Source: an optimization exercise on an open RTL-to-GDS flow (aim: small area and a short achievable clock period). Production flows keep margins and buffers that such runs may drop.
In this exercise RTL edits were held to simulation tests only and were not proved equivalent to the original.

==> inputs of wip/sierra <==
Design relu_maxpool, start of the top module:
module relu_maxpool
(
    input  logic              clk,
    input  logic              rst,
    input  logic              clear,
    input  logic              start,
    input  logic [DIM_W-1:0]  map_width,
    input  logic [DIM_W-1:0]  map_height,
    input  logic [DATA_W-1:0] in_data,
    input  logic              in_valid,
    output logic [POOL_W-1:0] out,
    output logic              done,
    output logic              frame_done,
    output logic              busy,
    output logic              cfg_err
);
    logic               busy_q, done_q, frame_done_q, cfg_err_q;
    logic [DIM_W-1:0]   w_q, ccnt_q, rcnt_q;      
    logic               lastc_q, lastr_q, codd_q, rodd_q;
    logic [POOL_W-1:0]  hv_q;                     
    logic               hsel_q;                   
    logic [POOL_W-1:0]  wv_q;                     
    logic               wsel_q;                   
    logic               sh_q;                     
    logic [POOL_W-1:0]  lb_q;                     
    logic [POOL_W-1:0]  out_q;
    logic [7:0]         fsel_q;
    logic [15:0]        csel_q;
    logic               p1_q;
    logic               accept, pair_ev, dims_ok;
    logic [POOL_W-1:0]  vraw, lb, lbg, m, pend, tap;
    logic               neg, hsel_d, osel_d;
    logic [7:0]         sp1;
    logic [7:0]         fsel_d;
    logic [15:0]        csel_d;
    always_comb begin
        vraw    = in_data[POOL_W-1:0];
        neg     = in_data[DATA_W-1];
        accept  = busy_q && in_valid;
        pair_ev = accept && codd_q;
        dims_ok = (map_width >= DIM_W'(2)) && (map_width <= MAX_W_DIM) &&
                  (map_height >= DIM_W'(2));
        lb      = (p1_q && sh_q) ? pend : lb_q;
        lbg     = rodd_q ? lb : '0;
        hsel_d  = neg || (lbg > vraw);
        m       = hsel_q ? lbg : hv_q;
        osel_d  = neg || (m >= vraw);
        pend    = wsel_q ? (hsel_q ? '0 : hv_q) : wv_q;
    end
    always_comb begin
        sp1    = {1'b0, w_q[7:1]} - 8'd1;    
  ...
==> module relu_maxpool, before the edit <==
module relu_maxpool
(
    input  logic              clk,
    input  logic              rst,
    input  logic              clear,
    input  logic              start,
    input  logic [DIM_W-1:0]  map_width,
    input  logic [DIM_W-1:0]  map_height,
    input  logic [DATA_W-1:0] in_data,
    input  logic              in_valid,
    output logic [POOL_W-1:0] out,
    output logic              done,
    output logic              frame_done,
    output logic              busy,
    output logic              cfg_err
);
    logic               busy_q, done_q, frame_done_q, cfg_err_q;
    logic [DIM_W-1:0]   w_q, ccnt_q, rcnt_q;      
    logic               lastc_q, lastr_q, codd_q, rodd_q;
    logic [POOL_W-1:0]  hv_q;                     
    logic               hsel_q;                   
    logic [POOL_W-1:0]  wv_q;                     
    logic               wsel_q;                   
    logic               sh_q;                     
    logic [POOL_W-1:0]  lb_q;                     
    logic [POOL_W-1:0]  out_q;
    logic [7:0]         fsel_q;
    logic [15:0]        csel_q;
    logic               p1_q;
    logic               accept, pair_ev, dims_ok;
    logic [POOL_W-1:0]  vraw, lb, lbg, m, pend, tap;
    logic               neg, hsel_d, osel_d;
    logic [7:0]         sp1;
    logic [7:0]         fsel_d;
    logic [15:0]        csel_d;
    always_comb begin
        vraw    = in_data[POOL_W-1:0];
        neg     = in_data[DATA_W-1];
        accept  = busy_q && in_valid;
        pair_ev = accept && codd_q;
        dims_ok = (map_width >= DIM_W'(2)) && (map_width <= MAX_W_DIM) &&
                  (map_height >= DIM_W'(2));
        lb      = (p1_q && sh_q) ? pend : lb_q;
        lbg     = rodd_q ? lb : '0;
        hsel_d  = neg || (lbg > vraw);
        m       = hsel_q ? lbg : hv_q;
        osel_d  = neg || (m >= vraw);
        pend    = wsel_q ? (hsel_q ? '0 : hv_q) : wv_q;
    end
    always_comb begin
        sp1    = {1'b0, w_q[7:1]} - 8'd1;    
        if (w_q[8]) sp1 = 8'd127;
        fsel_d = '0;
        csel_d = '0;
        if (sp1 <= 8'd8) begin
            fsel_d[sp1[2:0] - 3'd1] = 1'b1;
            csel_d[0] = 1'b1;
        end else begin
            fsel_d[sp1[2:0]] = 1'b1;
            csel_d[sp1[6:3]] = 1'b1;
        end
    end
    always_ff @(posedge clk) begin
        fsel_q <= fsel_d;
        csel_q <= csel_d;
        p1_q   <= (sp1 == 8'd0);
    end
    always_ff @(posedge clk) begin
        if (rst || clear) begin
            busy_q       <= 1'b0;
            done_q       <= 1'b0;
            frame_done_q <= 1'b0;
            out_q        <= '0;
            if (rst) begin
                cfg_err_q <= 1'b0;
            end
        end else begin
            done_q       <= pair_ev && rodd_q;
            frame_done_q <= accept && lastc_q && lastr_q;
            if (!busy_q && start) begin
                if (dims_ok) begin
                    busy_q    <= 1'b1;
                    cfg_err_q <= 1'b0;
                end else begin
                    cfg_err_q <= 1'b1;
                end
            end
            if (accept && lastc_q && lastr_q) begin
                busy_q <= 1'b0;
            end
            if (pair_ev && rodd_q) begin
                out_q <= osel_d ? m : vraw;
            end
        end
    end
    always_ff @(posedge clk) begin
        if (!busy_q && start) begin
            w_q     <= map_width;
            ccnt_q  <= map_width;
            rcnt_q  <= map_height;
            lastc_q <= 1'b0;
            lastr_q <= 1'b0;
            codd_q  <= 1'b0;
            rodd_q  <= 1'b0;
        end else if (accept) begin
            if (lastc_q) begin
                ccnt_q  <= w_q;
                lastc_q <= 1'b0;
                codd_q  <= 1'b0;
                rcnt_q  <= rcnt_q - DIM_W'(1);
                lastr_q <= (rcnt_q == DIM_W'(2));
                rodd_q  <= !rodd_q;
            end else begin
                ccnt_q  <= ccnt_q - DIM_W'(1);
                lastc_q <= (ccnt_q == DIM_W'(2));
                codd_q  <= !codd_q;
            end
        end
        if (!codd_q) begin
            hv_q   <= vraw;
            hsel_q <= hsel_d;
        end
        if (codd_q) begin
            wv_q   <= vraw;
            wsel_q <= osel_d;
        end
        sh_q <= pair_ev;
        if (p1_q ? sh_q : pair_ev) begin
            lb_q <= p1_q ? pend : tap;
        end
    end
    pool_line_buffer u_line_buf (
        .clk  (clk),
        .sh   (sh_q),
        .din  (pend),
        .fsel (fsel_q),
        .csel (csel_q),
        .tap  (tap)
    );
    assign out        = out_q;
    assign done       = done_q;
    assign frame_done = frame_done_q;
    assign busy       = busy_q;
    assign cfg_err    = cfg_err_q;
endmodule
Settings: LEC_CHECK=0, CAP_MARGIN=20, CORE_MARGIN=2, CORE_UTILIZATION=70, SETUP_SLACK_MARGIN=3.0, SLEW_MARGIN=20; clock period 5.5 ns.
run.sh (not shown) runs the stock make flow with config.mk's settings and CLKGATE_MAP_FILE= SYNTH_SCRIPT=/design/flow/synth_recipe.tcl, a recipe that flattens the netlist after the stock synthesis.
==> inputs of wip/zinc, as changes to wip/sierra <==
--- a/flow/design.v
+++ b/flow/design.v
@@ -70,17 +70,15 @@
     logic [DIM_W-1:0]   w_q, ccnt_q, rcnt_q;      
     logic               lastc_q, lastr_q, codd_q, rodd_q;
-    logic [POOL_W-1:0]  hv_q;                     
-    logic               hsel_q;                   
-    logic [POOL_W-1:0]  wv_q;                     
-    logic               wsel_q;                   
-    logic               sh_q;                     
+    logic [POOL_W-1:0]  m_q;                      
+    logic [POOL_W-1:0]  pm_q;                     
     logic [POOL_W-1:0]  lb_q;                     
     logic [POOL_W-1:0]  out_q;
+    logic               sh_q;                     
     logic [7:0]         fsel_q;
     logic [15:0]        csel_q;
     logic               p1_q;
     logic               accept, pair_ev, dims_ok;
-    logic [POOL_W-1:0]  vraw, lb, lbg, m, pend, tap;
-    logic               neg, hsel_d, osel_d;
+    logic [POOL_W-1:0]  vraw, vrelu, m_d, pm_d, lb_d, tap;
+    logic               neg, lb_use, lastp_q;
     logic [7:0]         sp1;
     logic [7:0]         fsel_d;
@@ -93,11 +91,10 @@
         dims_ok = (map_width >= DIM_W'(2)) && (map_width <= MAX_W_DIM) &&
                   (map_height >= DIM_W'(2));
-        lb      = (p1_q && sh_q) ? pend : lb_q;
-        lbg     = rodd_q ? lb : '0;
-        hsel_d  = neg || (lbg > vraw);
-        m       = hsel_q ? lbg : hv_q;
-        osel_d  = neg || (m >= vraw);
-        pend    = wsel_q ? (hsel_q ? '0 : hv_q) : wv_q;
-    end
+        vrelu   = neg ? '0 : vraw;
+        lb_use  = busy_q && (rodd_q ^ lastp_q);
+        lb_d    = lb_use ? (p1_q ? pm_d : tap) : '0;
+    end
+    pool_max u_max_even (.a(lb_q), .b(vrelu), .y(m_d));
+    pool_max u_max_odd  (.a(m_q),  .b(vrelu), .y(pm_d));
     always_comb begin
         sp1    = {1'b0, w_q[7:1]} - 8'd1;    
@@ -142,5 +139,5 @@
             end
             if (pair_ev && rodd_q) begin
-                out_q <= osel_d ? m : vraw;
+                out_q <= pm_d;
             end
         end
@@ -152,4 +149,5 @@
             rcnt_q  <= map_height;
             lastc_q <= 1'b0;
+            lastp_q <= (map_width <= DIM_W'(3));
             lastr_q <= 1'b0;
             codd_q  <= 1'b0;
@@ -159,4 +157,5 @@
                 ccnt_q  <= w_q;
                 lastc_q <= 1'b0;
+                lastp_q <= (w_q <= DIM_W'(3));
                 codd_q  <= 1'b0;
                 rcnt_q  <= rcnt_q - DIM_W'(1);
@@ -166,24 +165,23 @@
                 ccnt_q  <= ccnt_q - DIM_W'(1);
                 lastc_q <= (ccnt_q == DIM_W'(2));
+                lastp_q <= (ccnt_q <= DIM_W'(3));
                 codd_q  <= !codd_q;
             end
         end
         if (!codd_q) begin
-            hv_q   <= vraw;
-            hsel_q <= hsel_d;
+            m_q <= m_d;
         end
         if (codd_q) begin
-            wv_q   <= vraw;
-            wsel_q <= osel_d;
+            pm_q <= pm_d;
+        end
+        if (codd_q || !busy_q) begin
+            lb_q <= lb_d;
         end
         sh_q <= pair_ev;
-        if (p1_q ? sh_q : pair_ev) begin
-            lb_q <= p1_q ? pend : tap;
-        end
     end
     pool_line_buffer u_line_buf (
         .clk  (clk),
         .sh   (sh_q),
-        .din  (pend),
+        .din  (pm_q),
         .fsel (fsel_q),
         .csel (csel_q),
@@ -196,2 +194,32 @@
     assign cfg_err    = cfg_err_q;
 endmodule
+module pool_max
+(
+    input  logic [POOL_W-1:0] a,
+    input  logic [POOL_W-1:0] b,
+    output logic [POOL_W-1:0] y
+);
+    localparam int LV = $clog2(POOL_W);
+    logic [POOL_W-1:0] gt [LV+1];
+    logic [POOL_W-1:0] lt [LV+1];
+    assign gt[0] = a & ~b;
+    assign lt[0] = ~a & b;
+    for (genvar k = 0; k < LV; k++) begin : g_lv
+        for (genvar i = 0; i < POOL_W; i++) begin : g_bit
+            if (i + (1 << k) < POOL_W) begin : g_comb
+                assign gt[k+1][i] = gt[k][i+(1<<k)] | (~lt[k][i+(1<<k)] & gt[k][i]);
+                assign lt[k+1][i] = lt[k][i+(1<<k)] | (~gt[k][i+(1<<k)] & lt[k][i]);
+            end else begin : g_pass
+                assign gt[k+1][i] = gt[k][i];
+                assign lt[k+1][i] = lt[k][i];
+            end
+        end
+    end
+    for (genvar i = 0; i < POOL_W; i++) begin : g_out
+        if (i == POOL_W - 1) begin : g_top
+            assign y[i] = a[i] | b[i];
+        end else begin : g_low
+            assign y[i] = (a[i] & ~lt[LV][i+1]) | (b[i] & ~gt[LV][i+1]);
+        end
+    end
+endmodule
- CORE_UTILIZATION: 70 -> 50
- CTS_BUF_LIST: unset -> sky130_fd_sc_hd__clkbuf_8
- CTS_CLUSTER_SIZE: unset -> 25
- SETUP_SLACK_MARGIN: 3.0 -> 3.2
==> inputs of wip/ember, as changes to wip/sierra <==
--- a/flow/design.v
+++ b/flow/design.v
@@ -70,18 +70,17 @@
     logic [DIM_W-1:0]   w_q, ccnt_q, rcnt_q;      
     logic               lastc_q, lastr_q, codd_q, rodd_q;
-    logic [POOL_W-1:0]  hv_q;                     
-    logic               hsel_q;                   
-    logic [POOL_W-1:0]  wv_q;                     
-    logic               wsel_q;                   
-    logic               sh_q;                     
+    logic [POOL_W-1:0]  m_q;                      
+    logic [POOL_W-1:0]  pm_q;                     
     logic [POOL_W-1:0]  lb_q;                     
     logic [POOL_W-1:0]  out_q;
+    logic               sh_q;                     
     logic [7:0]         fsel_q;
     logic [15:0]        csel_q;
     logic               p1_q;
     logic               accept, pair_ev, dims_ok;
-    logic [POOL_W-1:0]  vraw, lb, lbg, m, pend, tap;
-    logic               neg, hsel_d, osel_d;
-    logic [7:0]         sp1;
+    logic [POOL_W-1:0]  vraw, vrelu, m_d, pm_d, lb_d, lbv, tap;
+    logic               neg, lb_use, lastp_q;
+    logic [6:0]         sp1_q;
+    logic               rsel_q;                   
     logic [7:0]         fsel_d;
     logic [15:0]        csel_d;
@@ -93,28 +92,27 @@
         dims_ok = (map_width >= DIM_W'(2)) && (map_width <= MAX_W_DIM) &&
                   (map_height >= DIM_W'(2));
-        lb      = (p1_q && sh_q) ? pend : lb_q;
-        lbg     = rodd_q ? lb : '0;
-        hsel_d  = neg || (lbg > vraw);
-        m       = hsel_q ? lbg : hv_q;
-        osel_d  = neg || (m >= vraw);
-        pend    = wsel_q ? (hsel_q ? '0 : hv_q) : wv_q;
-    end
+        vrelu   = neg ? '0 : vraw;
+        lb_use  = busy_q && (rodd_q ^ lastp_q);
+        lb_d    = (lb_use && !p1_q) ? tap : '0;
+        lbv     = rsel_q ? pm_q : lb_q;
+    end
+    pool_max u_max_even (.a(lbv),  .b(vrelu), .y(m_d));
+    pool_max u_max_odd  (.a(m_q),  .b(vrelu), .y(pm_d));
     always_comb begin
-        sp1    = {1'b0, w_q[7:1]} - 8'd1;    
-        if (w_q[8]) sp1 = 8'd127;
         fsel_d = '0;
         csel_d = '0;
-        if (sp1 <= 8'd8) begin
-            fsel_d[sp1[2:0] - 3'd1] = 1'b1;
+        if (sp1_q <= 7'd8) begin
+            fsel_d[sp1_q[2:0] - 3'd1] = 1'b1;
             csel_d[0] = 1'b1;
         end else begin
-            fsel_d[sp1[2:0]] = 1'b1;
-            csel_d[sp1[6:3]] = 1'b1;
-        end
-    end
-    always_ff @(posedge clk) begin
+            fsel_d[sp1_q[2:0]] = 1'b1;
+            csel_d[sp1_q[6:3]] = 1'b1;
+        end
+    end
+    always_ff @(posedge clk) begin
+        sp1_q  <= w_q[8] ? 7'd127 : w_q[7:1] - 7'd1;    
+        p1_q   <= (w_q[8:1] == 8'd1);
         fsel_q <= fsel_d;
         csel_q <= csel_d;
-        p1_q   <= (sp1 == 8'd0);
     end
     always_ff @(posedge clk) begin
@@ -142,5 +140,5 @@
             end
             if (pair_ev && rodd_q) begin
-                out_q <= osel_d ? m : vraw;
+                out_q <= pm_d;
             end
         end
@@ -152,38 +150,41 @@
             rcnt_q  <= map_height;
             lastc_q <= 1'b0;
+            lastp_q <= (map_width <= DIM_W'(3));
             lastr_q <= 1'b0;
             codd_q  <= 1'b0;
             rodd_q  <= 1'b0;
+            rsel_q  <= 1'b0;
         end else if (accept) begin
             if (lastc_q) begin
                 ccnt_q  <= w_q;
                 lastc_q <= 1'b0;
+                lastp_q <= (w_q <= DIM_W'(3));
                 codd_q  <= 1'b0;
                 rcnt_q  <= rcnt_q - DIM_W'(1);
                 lastr_q <= (rcnt_q == DIM_W'(2));
                 rodd_q  <= !rodd_q;
+                rsel_q  <= p1_q && !rodd_q;
             end else begin
                 ccnt_q  <= ccnt_q - DIM_W'(1);
                 lastc_q <= (ccnt_q == DIM_W'(2));
+                lastp_q <= (ccnt_q <= DIM_W'(3));
                 codd_q  <= !codd_q;
             end
         end
         if (!codd_q) begin
-            hv_q   <= vraw;
-            hsel_q <= hsel_d;
+            m_q <= m_d;
         end
         if (codd_q) begin
-            wv_q   <= vraw;
-            wsel_q <= osel_d;
+            pm_q <= pm_d;
+        end
+        if (codd_q || !busy_q) begin
+            lb_q <= lb_d;
         end
         sh_q <= pair_ev;
-        if (p1_q ? sh_q : pair_ev) begin
-            lb_q <= p1_q ? pend : tap;
-        end
     end
     pool_line_buffer u_line_buf (
         .clk  (clk),
         .sh   (sh_q),
-        .din  (pend),
+        .din  (pm_q),
         .fsel (fsel_q),
         .csel (csel_q),
@@ -196,2 +197,32 @@
     assign cfg_err    = cfg_err_q;
 endmodule
+module pool_max
+(
+    input  logic [POOL_W-1:0] a,
+    input  logic [POOL_W-1:0] b,
+    output logic [POOL_W-1:0] y
+);
+    localparam int LV = $clog2(POOL_W);
+    logic [POOL_W-1:0] gt [LV+1];
+    logic [POOL_W-1:0] lt [LV+1];
+    assign gt[0] = a & ~b;
+    assign lt[0] = ~a & b;
+    for (genvar k = 0; k < LV; k++) begin : g_lv
+        for (genvar i = 0; i < POOL_W; i++) begin : g_bit
+            if (i + (1 << k) < POOL_W) begin : g_comb
+                assign gt[k+1][i] = gt[k][i+(1<<k)] | (~lt[k][i+(1<<k)] & gt[k][i]);
+                assign lt[k+1][i] = lt[k][i+(1<<k)] | (~gt[k][i+(1<<k)] & lt[k][i]);
+            end else begin : g_pass
+                assign gt[k+1][i] = gt[k][i];
+                assign lt[k+1][i] = lt[k][i];
+            end
+        end
+    end
+    for (genvar i = 0; i < POOL_W; i++) begin : g_out
+        if (i == POOL_W - 1) begin : g_top
+            assign y[i] = a[i] | b[i];
+        end else begin : g_low
+            assign y[i] = (a[i] & ~lt[LV][i+1]) | (b[i] & ~gt[LV][i+1]);
+        end
+    end
+endmodule
- CORE_UTILIZATION: 70 -> 50
- CTS_CLUSTER_DIAMETER: unset -> 120
- CTS_CLUSTER_SIZE: unset -> 30
- SETUP_SLACK_MARGIN: 3.0 -> 3.2
==> inputs of wip/pepper, as changes to wip/sierra <==
--- a/flow/design.v
+++ b/flow/design.v
@@ -76,9 +76,10 @@
     logic               sh_q;                     
     logic [POOL_W-1:0]  lb_q;                     
-    logic [POOL_W-1:0]  out_q;
+    logic [POOL_W-1:0]  oa_q, ob_q;               
+    logic               osel_q;
     logic [7:0]         fsel_q;
     logic [15:0]        csel_q;
     logic               p1_q;
-    logic               accept, pair_ev, dims_ok;
+    logic               accept, pair_ev, even_ev, dims_ok;
     logic [POOL_W-1:0]  vraw, lb, lbg, m, pend, tap;
     logic               neg, hsel_d, osel_d;
@@ -91,4 +92,5 @@
         accept  = busy_q && in_valid;
         pair_ev = accept && codd_q;
+        even_ev = accept && !codd_q;
         dims_ok = (map_width >= DIM_W'(2)) && (map_width <= MAX_W_DIM) &&
                   (map_height >= DIM_W'(2));
@@ -123,5 +125,6 @@
             done_q       <= 1'b0;
             frame_done_q <= 1'b0;
-            out_q        <= '0;
+            osel_q       <= 1'b0;
+            ob_q         <= '0;
             if (rst) begin
                 cfg_err_q <= 1'b0;
@@ -142,5 +145,6 @@
             end
             if (pair_ev && rodd_q) begin
-                out_q <= osel_d ? m : vraw;
+                osel_q <= osel_d;
+                ob_q   <= vraw;
             end
         end
@@ -169,11 +173,14 @@
             end
         end
-        if (!codd_q) begin
+        if (even_ev) begin
             hv_q   <= vraw;
             hsel_q <= hsel_d;
         end
-        if (codd_q) begin
+        if (pair_ev) begin
             wv_q   <= vraw;
             wsel_q <= osel_d;
+            if (rodd_q) begin
+                oa_q <= m;
+            end
         end
         sh_q <= pair_ev;
@@ -190,5 +197,5 @@
         .tap  (tap)
     );
-    assign out        = out_q;
+    assign out        = osel_q ? oa_q : ob_q;
     assign done       = done_q;
     assign frame_done = frame_done_q;
- CORE_UTILIZATION: 70 -> 40
- SETUP_SLACK_MARGIN: 3.0 -> unset
==> impl_metrics.toml <==
[floorplan]
num_rows = 154

[synthesis]
yosys-top-cells-count = "edfxtp_1, a22oi_1, a21oi_1"
synth_edf_count = 2629
synth.area.mux_share = 0.0002679
yosys.area_share.simple = 0.02696
ys_types = 91
netlist_area_sq_um = 88750
syn-mean-instance-area_sq_um = 21.41
synthAdderAreaFrac = 0.004610
yosysSeqAreaShare = 0.9015

[clock_network]
cts_buffer_depth = 4
cts_setup_buffers = 146

[placement]
post-dp-hpwl_um = 98580
dpl.cell_count = 6509

[run_status]
status = "timing/DRC/antenna clean"
(the above is from wip/zinc)
==> impl_metrics.toml <==
[run_status]
status = "timing/DRC/antenna clean"

[synthesis]
netlist_area_sq_um = 88810
syn-mean-instance-area_sq_um = 21.64
ys_types = 80
yosys-top-cells-count = "edfxtp_1, a22oi_1, nor2_1"
synthAdderAreaFrac = 0.004706
yosys.area_share.simple = 0.02854
synth_edf_count = 2629
yosysSeqAreaShare = 0.9027
synth.area.mux_share = 0.003057

[clock_network]
cts_buffer_depth = 3

[floorplan]
num_rows = 154
(the above is from wip/ember)
==> impl_metrics.toml <==
[run_status]
haltStage = "global routing (5_1_grt)"
status = "stopped before the end"
first-error = "[ERROR DPL-0033] detailed placement checks failed during check placement."

[clock_network]
cts_buffer_depth = 3

[placement]
post-dp-hpwl_um = 81260
dpl.cell_count = 5422

[floorplan]
num_rows = 129

[synthesis]
synth.area.mux_share = 0.0007213
synthAdderAreaFrac = 0.006924
syn-mean-instance-area_sq_um = 23.14
yosys.area_share.simple = 0.02429
netlist_area_sq_um = 86740
yosys-top-cells-count = "edfxtp_1, a22oi_1, nand2_1"
synth_edf_count = 2630
(the above is from wip/sierra)
==> impl_metrics.toml <==
[synthesis]
yosys.area_share.simple = 0.01724
synth_edf_count = 2650
netlist_area_sq_um = 87010
synth.area.mux_share = 0.005723
ys_types = 56

[floorplan]
num_rows = 171

[placement]
dpl.cell_count = 6579

[run_status]
status = "timing/DRC/antenna clean"

[clock_network]
cts_buffer_depth = 3
(the above is from wip/pepper)

[static timing again, ports no longer ideal]
Ports are ideal in the flow. The routed layouts listed here were re-timed in OpenROAD. Step 1 sets driving cells, clkbuf_16 on the clock port and buf_2 on the other inputs (assumed; they add their load-dependent delay and slew). Step 2 moves the port delays by t, midway between the first and last clock arrival at a register: inputs arrive t later, outputs are due t later. That takes back most of the time a late clock gives input paths. Three values: ideal, step 1, step 2; two values: the first two.
run | t, ns | setup slack, ns | slew at the worst register clock pin (ns) | cell pins on the clock port's net
wip/zinc | 1.102 | 2.829 / 2.748 / 1.854 | 0.07 / 0.07 | 1
wip/ember | 0.825 | 2.792 / 2.810 / 2.012 | 0.12 / 0.12 | 1
wip/pepper | 0.936 | 1.734 / 1.643 / 1.707 | 0.07 / 0.07 | 1
After both steps setup and hold are still met in every run listed. For wip/zinc, which loses most, drivers alone change the setup slack by -0.081 ns; drivers and shift together by -0.975 ns.
